Background: an optimization exercise with open tools, aiming at small area and few clock cycles. Do not read the settings as production practice. Function was checked by simulation only, so behaviour that the tests miss may differ from the original. Power and IR drop assume default switching activity.

== lane 1 ==
==> module sha256_feeder, before the edit <==
module sha256_feeder (
    input  logic         clk,
    input  logic         rst,
    input  logic         in_valid,
    output logic         in_ready,
    input  logic [31:0]  in_data,
    input  logic         in_last,
    input  logic [2:0]   in_bytes,
    output logic         core_rst_n,
    output logic         core_calcu_en,
    output logic [31:0]  core_word,
    input  logic         core_calcu_rdy,
    output logic         core_read_en,
    input  logic [31:0]  core_word_out,
    output logic [255:0] digest,
    output logic         digest_valid
);
    localparam int N = 15;           
    typedef enum logic [1:0] {CRST, IDLE, SEND, READ} state_t;
    state_t             state;
    logic [N-1:0][31:0] fb;          
    logic [N-1:0]       fv;          
    logic [N-1:0]       ld;          
    logic [3:0]         cnt;         
    logic [29:0]        wc;          
    logic [1:0]         lb;          
    logic               last_seen;   
    logic               mk_done;     
    logic               len_q;       
    logic               dv;
    logic full, compact, start_ok, go, sending, pop, push, store;
    logic tail, marker, len_now, rd_last, brk;
    assign full    = &fv;
    assign compact = &(fv[N-2:0] | ~fv[N-1:1]);
    assign start_ok = last_seen ? compact : (full && in_valid);
    assign go      = (state == IDLE) && start_ok && core_calcu_rdy;
    assign sending = go || (state == SEND);
    assign pop     = sending && fv[0];
    assign brk      = (state == READ);
    assign in_ready = !last_seen && (brk ? !(&fv[N-1:7]) :
                      (!full || ((state == SEND) && fv[0]) ||
                       ((state == IDLE) && core_calcu_rdy)));
    assign push     = in_valid && in_ready;
    assign store    = push && (in_bytes != 3'd0);
    assign tail    = last_seen && fv[0] && !(|fv[N-1:1]) && (lb != 2'd0);
    assign marker  = last_seen && !fv[0] && !mk_done;
    assign len_now = last_seen && !fv[0] && mk_done;
    assign rd_last = (state == READ) && cnt[3];
    assign core_rst_n    = !((state == CRST) || rd_last);
    assign core_calcu_en = go;
    assign core_read_en  = (state == READ) && !cnt[3] && core_calcu_rdy;
    assign digest_valid  = dv;
    always_comb begin
        if (fv[0]) begin
            core_word = fb[0];
            if (tail) begin
                case (lb)
                    2'd1:    core_word = {fb[0][31:24], 24'h80_0000};
                    2'd2:    core_word = {fb[0][31:16], 16'h8000};
                    default: core_word = {fb[0][31:8], 8'h80};
                endcase
            end
        end else if (marker) begin
            core_word = 32'h8000_0000;
        end else if ((cnt == 4'd14) && len_now) begin
            core_word = {29'b0, wc[29:27]};
        end else if ((cnt == 4'd15) && len_q) begin
            core_word = {wc[26:0], lb, 3'b0};
        end else begin
            core_word = 32'h0;
        end
    end
    always_comb begin
        ld[0] = !fv[0] || pop || brk;
        for (int i = 1; i < 7; i++) ld[i] = !fv[i] || ld[i-1];
        ld[7] = !fv[7] || (ld[6] && !brk);
        for (int i = 8; i < N; i++) ld[i] = !fv[i] || ld[i-1];
    end
    always_ff @(posedge clk) begin
        if (rst) begin
            state     <= CRST;
            fv        <= '0;
            cnt       <= '0;
            wc        <= '0;
            lb        <= '0;
            last_seen <= 1'b0;
            mk_done   <= 1'b0;
            len_q     <= 1'b0;
            dv        <= 1'b0;
        end else begin
            dv <= 1'b0;
            for (int i = 0; i < 6; i++) if (ld[i]) fv[i] <= fv[i+1];
            if (ld[6]) fv[6] <= fv[7] && !brk;
            for (int i = 7; i < N-1; i++) if (ld[i]) fv[i] <= fv[i+1];
            if (ld[N-1]) fv[N-1] <= store;
            if (push) begin
                if (in_bytes[2]) wc <= wc + 30'd1;
                if (in_last) begin
                    last_seen <= 1'b1;
                    lb        <= in_bytes[1:0];
                end
            end
            if (sending && (tail || marker)) mk_done <= 1'b1;
            case (state)
                CRST: state <= IDLE;
                IDLE: begin
                    cnt <= 4'd0;
                    if (go) begin
                        state <= SEND;
                        cnt   <= 4'd1;
                    end
                end
                SEND: begin
                    cnt   <= cnt + 4'd1;
                    len_q <= (cnt == 4'd14) && len_now;
                    if (cnt == 4'd15) begin
                        if (len_q) begin
                            state     <= READ;
                            cnt       <= 4'd0;
                            last_seen <= 1'b0;
                            mk_done   <= 1'b0;
                            wc        <= '0;
                        end else begin
                            state <= IDLE;
                        end
                    end
                end
                READ: begin
                    if (core_read_en) cnt <= cnt + 4'd1;
                    if (cnt[3]) begin
                        dv     <= 1'b1;
                        state  <= IDLE;
                    end
                end
                default: state <= CRST;
            endcase
        end
    end
    logic dg_ld, dg_hold;
    assign dg_ld   = !rst && rd_last;
    assign dg_hold = !rst && !rd_last;
    always_ff @(posedge clk)
        digest <= (digest & {256{dg_hold}}) |
                  ({fb[0], fb[1], fb[2], fb[3], fb[4], fb[5], fb[6], core_word_out} & {256{dg_ld}});
    always_ff @(posedge clk) begin
        for (int i = 0; i < N-1; i++) if (ld[i]) fb[i] <= (i == 6 && brk) ? core_word_out : fb[i+1];
        if (ld[N-1]) fb[N-1] <= in_data;
    end
endmodule
clock: 5.0 ns
lec_check: 0
cap_margin: 20
core_margin: 2
core_utilization: 70
slew_margin: 20
standard.sh (not shown) runs the stock make flow with config.mk's settings and CLKGATE_MAP_FILE= SYNTH_SCRIPT=/design/flow/synth_recipe.tcl, a recipe that flattens the netlist after the stock synthesis.
==> flow/flow/run.sh <==
#!/bin/bash
# Standard layout, with plain buf_1 port buffers and no CTS dummy loads.
set -euo pipefail
export BUFFER_PORTS_ARGS="-buffer_cell sky130_fd_sc_hd__buf_1"
export CTS_ARGS="-sink_clustering_enable -repair_clock_nets -dont_use_dummy_load -buf_list sky130_fd_sc_hd__clkbuf_8 -sink_clustering_size 16 -sink_clustering_max_diameter 60"
bash standard.sh > standard.log 2>&1
Lane 1: PASS, flow complete, no timing, DRC or antenna violations
Testbench counts of lane 1, summed over its fixed seeds: cycles 32,916.
What lane 2 does differently from lane 1 at the input level:
--- a/flow/design.v
+++ b/flow/design.v
@@ -44,11 +44,11 @@
     assign store    = push && (in_bytes != 3'd0);
     assign tail    = last_seen && fv[0] && !(|fv[N-1:1]) && (lb != 2'd0);
     assign marker  = last_seen && !fv[0] && !mk_done;
     assign len_now = last_seen && !fv[0] && mk_done;
     assign rd_last = (state == READ) && cnt[3];
-    assign core_rst_n    = !((state == CRST) || rd_last);
+    assign core_rst_n    = (state != CRST);
     assign core_calcu_en = go;
     assign core_read_en  = (state == READ) && !cnt[3] && core_calcu_rdy;
     assign digest_valid  = dv;
     always_comb begin
         if (fv[0]) begin
@@ -127,11 +127,11 @@
                 end
                 READ: begin
                     if (core_read_en) cnt <= cnt + 4'd1;
                     if (cnt[3]) begin
                         dv     <= 1'b1;
-                        state  <= IDLE;
+                        state  <= CRST;
                     end
                 end
                 default: state <= CRST;
             endcase
         end
==> comparison <==
Lane 1 -> lane 2: post-layout net count increased by a few percent. Lane 2 reports a lower clock skew than lane 1 does. Compared to lane 1, the routing of lane 2 uses less wire. [compare] base=lane 1 new=lane 2: maximum fanout encountered on the critical timing path fell by 16, fraction of final layout cells sized beyond drive strength 1 -2.3 points, maximum ir drop on the vdd rail +2.5%, sequential share of layout area flat.
Testbench counts of lane 2, summed over its fixed seeds: cycles 32,918.

-- what the ideal ports hide --
The results above use ideal ports. As a check the final layouts listed here were re-extracted and re-timed, cells and wires unchanged.
Step 1 sets driving cells, clkbuf_16 on the clock port and buf_2 on the other inputs (assumed; they add their load-dependent delay and slew).
Step 2 also shifts input and output timing later by t, the mid clock arrival at the registers, as if the neighbouring blocks saw the same clock.
Slacks: no drivers / after step 1 / after step 2; pairs: no drivers / after step 1.
run	t, ns	setup WS [ns]	pins driven straight from the clock port
lane 1	0.681	0.912 / 0.862 / 1.230	1
lane 2	0.690	0.754 / 0.705 / 1.222	1
After both steps setup and hold are still met in every run listed.
